Source: an optimization exercise on an open RTL-to-GDS flow (aim: small area, a short achievable clock period and few clock cycles per item). Production flows keep margins and buffers that such runs may drop.
Only simulation tests tie the RTL to the original design; equivalence was not proved.
No activity file was given, so power comes from the tool's default toggle rates.

## two_class_ticket_queue_weighted_server
module two_class_ticket_queue_weighted_server #(
	parameter int QUEUE_DEPTH = 16
) (
	input  logic                              clk,
	input  logic                              arst_n,
	input  logic                              s_axis_tvalid,
	output logic                              s_axis_tready,
	input  logic [tcq_pkg::TDATA_W-1:0]       s_axis_tdata,
	input  logic [tcq_pkg::KIND_W-1:0]        s_axis_tuser,
	output logic                              m_axis_tvalid,
	input  logic                              m_axis_tready,
	output logic [tcq_pkg::TDATA_W-1:0]       m_axis_tdata,
	output logic [tcq_pkg::OUSER_W-1:0]       m_axis_tuser,
	input  logic                              cfg_we,
	input  logic [tcq_pkg::RUN_W-1:0]         cfg_data
);
==> flow/config.mk <==
export PLATFORM = sky130hd
export DESIGN_NAME = two_class_ticket_queue_weighted_server
export DESIGN_NICKNAME = two_class_ticket_queue_weighted_server
export VERILOG_FILES = /design/flow/design.v
export SDC_FILE = /design/flow/constraint.sdc
export NUM_CORES = 4
export LEC_CHECK = 0
export ABC_CLOCK_PERIOD_IN_PS = 2500
export CAP_MARGIN = 20
export CORE_MARGIN = 2
export CORE_UTILIZATION = 50
export CTS_CLUSTER_DIAMETER = 70
export CTS_CLUSTER_SIZE = 22
export SETUP_SLACK_MARGIN = 2.5
export SLEW_MARGIN = 20
==> flow/constraint.sdc <==
create_clock -name core_clock -period 5.0 [get_ports {clk}]
set_input_delay 1.0000 -clock core_clock [delete_from_list [all_inputs] [get_ports {clk}]]
set_output_delay 1.0000 -clock core_clock [all_outputs]
set_load 0.01 [all_outputs]
run.sh (not shown) runs the stock make flow with config.mk's settings and CLKGATE_MAP_FILE= SYNTH_SCRIPT=/design/flow/synth_recipe.tcl, a recipe that flattens the netlist after the stock synthesis.
Testbench counts at the start, summed over its fixed seeds: cycles 4,824, ops 4,800.
Change:
- CTS_CLUSTER_DIAMETER: 70 -> 85
- CTS_CLUSTER_SIZE: 22 -> 26
What happened: The changed run went through all stages and came out clean; combinational power grows by about 0.9%; setup slack got worse by 0.029 ns; clock power came out lower by 16%.
Change:
- CTS_CLUSTER_DIAMETER: 85 -> 60
- CTS_CLUSTER_SIZE: 26 -> 18
Final area increases by 2.7%.
Wire length grows by 0.65%.
Hold slack is better by 0.0084 ns.
Sequential share of layout area fell by 1.6 points.
Worst setup slack is better by 0.024 ns.
Clock power rose by 46%.
Utilization went up by 1.5 points.
Via count rose by 1.1%.
Change:
- CTS_CLUSTER_DIAMETER: 60 -> not set
- CTS_CLUSTER_SIZE: 18 -> not set
After rerunning: The changed run completed with no timing, DRC or antenna violations. Cell area came out higher by 0.82%. Total power came out higher by 2.8%. Area after synthesis stays the same. Non-clock buffer count came out lower by 6.

---

build 90:
two_class_ticket_queue_weighted_server, a different RTL version from the one above (not shown whole).
For scale: about 3,400 cells after synthesis, about 1,100 flip-flops, roughly 81 I/O pins, about 0.048 sq mm of cells after synthesis.
// two_class_ticket_queue_weighted_server
module two_class_ticket_queue_weighted_server #(
	parameter int QUEUE_DEPTH = 16
) (
	input  logic                              clk,
	input  logic                              arst_n,
	input  logic                              s_axis_tvalid,
	output logic                              s_axis_tready,
	input  logic [tcq_pkg::TDATA_W-1:0]       s_axis_tdata,
	input  logic [tcq_pkg::KIND_W-1:0]        s_axis_tuser,
	output logic                              m_axis_tvalid,
	input  logic                              m_axis_tready,
	output logic [tcq_pkg::TDATA_W-1:0]       m_axis_tdata,
	output logic [tcq_pkg::OUSER_W-1:0]       m_axis_tuser,
	input  logic                              cfg_we,
	input  logic [tcq_pkg::RUN_W-1:0]         cfg_data
);
	localparam int D  = QUEUE_DEPTH;
	localparam int PW = tcq_pkg::PAYLOAD_W;
	localparam int TW = tcq_pkg::TICKET_W;
	localparam int MW = tcq_pkg::MINUTE_W;
	localparam int RW = tcq_pkg::RUN_W;
	logic          e_valid_q;
	logic          e_enqn_q, e_enqp_q, e_serve_q, e_scan_q, e_cancel_q;
	logic [TW-1:0] e_tk_q;
	logic [MW-1:0] e_mn_q;
	logic [D-1:0]  e_nhit_q, e_phit_q;
	logic [D-1:0]  nv_q, pv_q, nmov_q, pmov_q;
	logic          nempty_q, pempty_q;   
	logic          turn_q;
	logic [RW-1:0] run_q, npp_q;
	logic                         r_valid_q;
	logic [tcq_pkg::STATUS_W-1:0] r_status_q;
	logic                         r_class_q;
	logic [D-1:0]                 r_nsel_q, r_psel_q;
	logic                         o0_valid_q, o1_valid_q;
	logic [tcq_pkg::STATUS_W-1:0] o0_status_q, o1_status_q;
	logic                         o0_class_q, o1_class_q;
  ...
clock: 5.0 ns
lec_check: 0
abc_clock_period_in_ps: 2500
cap_margin: 20
core_margin: 2
core_utilization: 50
setup_slack_margin: 2.3
slew_margin: 20
Testbench counts of build 90, summed over its fixed seeds: cycles 4,824, ops 4,800.
## Diff of input files: build 24 against build 90
--- a/flow/config.mk
+++ b/flow/config.mk
@@ -10,4 +10,4 @@
 export CORE_MARGIN = 2
 export CORE_UTILIZATION = 50
-export SETUP_SLACK_MARGIN = 2.3
+export SETUP_SLACK_MARGIN = 2.7
 export SLEW_MARGIN = 20
## What came out
Wire length (build 24 vs. build 90) increases by more than 10%. Looking at cell count along the critical path, build 24 sits above build 90. Summary of build 24 over build 90: power in sequential cells has remained practically unchanged; depth of the worst register-to-register path now larger.
diff inputs: build 24 => build 11
--- a/flow/config.mk
+++ b/flow/config.mk
@@ -6,8 +6,11 @@
 export NUM_CORES = 4
 export LEC_CHECK = 0
-export ABC_CLOCK_PERIOD_IN_PS = 2500
+export ABC_CLOCK_PERIOD_IN_PS = 1800
 export CAP_MARGIN = 20
 export CORE_MARGIN = 2
 export CORE_UTILIZATION = 50
+export CTS_CLUSTER_DIAMETER = 70
+export CTS_CLUSTER_SIZE = 22
 export SETUP_SLACK_MARGIN = 2.7
 export SLEW_MARGIN = 20
+export TNS_END_PERCENT = 10
## What came out
[build 11 vs build 24] number of cells on the critical path: lower in build 11
In build 11 relative to build 24, total half-perimeter wirelength after legalization and detailed placement had gone down by a few percent.
Against build 24, build 11 comes in 27% lower on maximum VDD drop.
Build 11 ended up with fewer standard cells than build 24.
The final cycle utilization of the critical path of build 11 falls short of that of build 24 by 3.0 points.
When build 11 is measured against build 24, its weighted congestion reported at the end of routability-driven placement turns out about 0.56% lower.
Going from build 24 to build 11, clock buffer instance count of the final layout shrank by more than a quarter.
Build 11 vs. build 24: wire length went down by 27 mm.
The following lists how build 20 was set up differently from build 11:
--- a/flow/config.mk
+++ b/flow/config.mk
@@ -6,11 +6,8 @@
 export NUM_CORES = 4
 export LEC_CHECK = 0
-export ABC_CLOCK_PERIOD_IN_PS = 1800
+export ABC_AREA = 1
 export CAP_MARGIN = 20
 export CORE_MARGIN = 2
 export CORE_UTILIZATION = 50
-export CTS_CLUSTER_DIAMETER = 70
-export CTS_CLUSTER_SIZE = 22
-export SETUP_SLACK_MARGIN = 2.7
+export SETUP_SLACK_MARGIN = 2.5
 export SLEW_MARGIN = 20
-export TNS_END_PERCENT = 10
Findings:
- In summary, build 20 completed successfully, with a layout that passed the timing, design-rule and antenna checks.
- First-iteration DRC count: build 20 vs build 11 down 46%
- For number of ordinary and repair buffers in the finished layout, dividing the value from build 11 by the value from build 20 gives 1.3.
- On logic gate share of total power: build 20 sits below build 11.
- Relative to build 11, post-placement cell area increased by 0.0013 sq mm in build 20.
- Looking at total power across build 20 and build 11, the one that comes out lower is build 11.
- On number of different library cells in the post-synthesis netlist: between build 20 and build 11, it ends up higher for build 11.
- Number of fillers in the final layout was lower in build 11 than in build 20.
- Taking build 11 as 1.0, build 20 lands at 0.77 on global-route wire length before repair.
- From build 11 to build 20 the numbers moved as follows: final critical-path setup slack +0.064 ns, power density over the cells ~0 delta.
- The post-synthesis instance area of build 20 was inferior to that of build 11.
#### Input delta (build 45 over build 20)
--- a/flow/config.mk
+++ b/flow/config.mk
@@ -6,8 +6,8 @@
 export NUM_CORES = 4
 export LEC_CHECK = 0
-export ABC_AREA = 1
+export ABC_CLOCK_PERIOD_IN_PS = 2500
 export CAP_MARGIN = 20
 export CORE_MARGIN = 2
-export CORE_UTILIZATION = 50
+export CORE_UTILIZATION = 62
 export SETUP_SLACK_MARGIN = 2.5
 export SLEW_MARGIN = 20
==> comparison <==
- No run among build 20 and build 45 stopped early or left any final violation; all are clean.
- Diff build 20 -> build 45: register-to-register slack fell 0.05 ns; routing usage on met3 grew by 17 points; number of diodes added for antenna fixing higher; count of buffers from port buffering flat.
- Layout clock buffer count (build 45 vs. build 20) decreases by more than 10%
- A capturing instance or port of the critical path of o0_data_q[9] is what build 20 shows, while e_nhit_q[14] belongs to build 45.
- Against build 20, net switching power in build 45 came out worse.
- The final hold slack in build 45 was lower than what build 20 gave.
- ~same sequential power in build 20 and build 45
- Summary of build 45 over build 20: chip width went down; number of fill cells in the layout shows a reduction of about 40%.
> inputs changed (build 45 -> build 93)
--- a/flow/config.mk
+++ b/flow/config.mk
@@ -9,5 +9,6 @@
 export CAP_MARGIN = 20
 export CORE_MARGIN = 2
-export CORE_UTILIZATION = 62
+export CORE_UTILIZATION = 50
+export PLACE_DENSITY = 0.75
 export SETUP_SLACK_MARGIN = 2.5
 export SLEW_MARGIN = 20
Results
Build 93 finished every stage and its layout cleared the timing, design-rule and antenna checks.
The fraction of final layout cells with drive strength greater than 1 reported for build 93 is greater than that of build 45 by 1.3 points.
[compare] base=build 45 new=build 93: area overhead of the layout relative to synthesis has increased, post-route fraction of the period consumed by the critical path shrank by 0.36 points, post-detailed-routing wire length went up, largest fanout of any net on the critical path decreased by about 32% relative to the old numbers.
Routed length per instance was lower in the run labelled build 45.

---

two_class_ticket_queue_weighted_server again, from the RTL that the note above started with.
export LEC_CHECK = 0
export ABC_CLOCK_PERIOD_IN_PS = 2500
export CAP_MARGIN = 20
export CORE_MARGIN = 2
export CORE_UTILIZATION = 50
export CTS_CLUSTER_DIAMETER = 70
export CTS_CLUSTER_SIZE = 22
export SETUP_SLACK_MARGIN = 2.5
export SLEW_MARGIN = 20
export TNS_END_PERCENT = 10
create_clock -name core_clock -period 5.0 [get_ports {clk}]
The starting point ran to the end with no violations.
Testbench counts at the start, summed over its fixed seeds: cycles 4,824, ops 4,800.
Change:
--- a/flow/config.mk
+++ b/flow/config.mk
@@ -15,2 +15 @@
 export SLEW_MARGIN = 20
-export TNS_END_PERCENT = 10
The changed run ran to the end with no violations.
Setup slack improved by 0.052 ns.
Combinational power came out higher by a few percent.
Utilization climbs by 0.87 points.
Count of clock-buffer cells in the layout is higher by 3.
Die area is unchanged.
Sequential share of layout area is lower by 0.92 points.
Via count is higher slightly.
First-iteration DRC count drops by a few percent.
Wire length grows slightly.
Sequential power stays flat.

[static timing again, ports no longer ideal]
Ports are ideal in the flow. The routed layouts listed here were re-timed in OpenROAD.
Step 1 sets driving cells, clkbuf_16 on the clock port and buf_2 on the other inputs (assumed; they add their load-dependent delay and slew).
Step 2 adds t to the input delays and takes it off the output delays; t is the mean of the earliest and latest rising clock arrival at the registers after step 1. Input paths then give back, and output paths get back, about the clock's delay inside the block.
Slacks: no drivers / after step 1 / after step 2; pairs: no drivers / after step 1.
| run | t (ns) | slack for setup (ns) | latest minus earliest clock arrival (ns) |
|---|---|---|---|
| the first run of note 1 | 0.749 | 2.435 / 2.451 / 1.702 | 0.036 / 0.036 |
| the second run of note 1 | 0.756 | 2.406 / 2.432 / 1.693 | 0.030 / 0.031 |
| the third run of note 1 | 0.768 | 2.430 / 2.473 / 1.705 | 0.038 / 0.037 |
| the fourth run of note 1 | 0.780 | 2.362 / 2.415 / 1.635 | 0.041 / 0.041 |
| build 90 | 0.796 | 2.153 / 2.184 / 1.388 | 0.043 / 0.043 |
| build 24 | 0.826 | 2.194 / 2.194 / 1.739 | 0.038 / 0.038 |
| build 11 | 0.742 | 2.345 / 2.341 / 1.640 | 0.052 / 0.051 |
| build 20 | 0.776 | 2.408 / 2.408 / 1.718 | 0.057 / 0.057 |
| build 45 | 0.760 | 2.314 / 2.277 / 1.517 | 0.036 / 0.036 |
| build 93 | 0.762 | 2.333 / 2.343 / 1.580 | 0.064 / 0.065 |
| the first run of note 3 | 0.734 | 2.184 / 2.184 / 1.527 | 0.049 / 0.049 |
| the second run of note 3 | 0.740 | 2.236 / 2.246 / 1.506 | 0.047 / 0.047 |
After both steps every run listed still meets setup and hold. The setup slack of build 45, which loses most, moves by -0.037 ns with the drivers and by -0.797 ns with both steps.
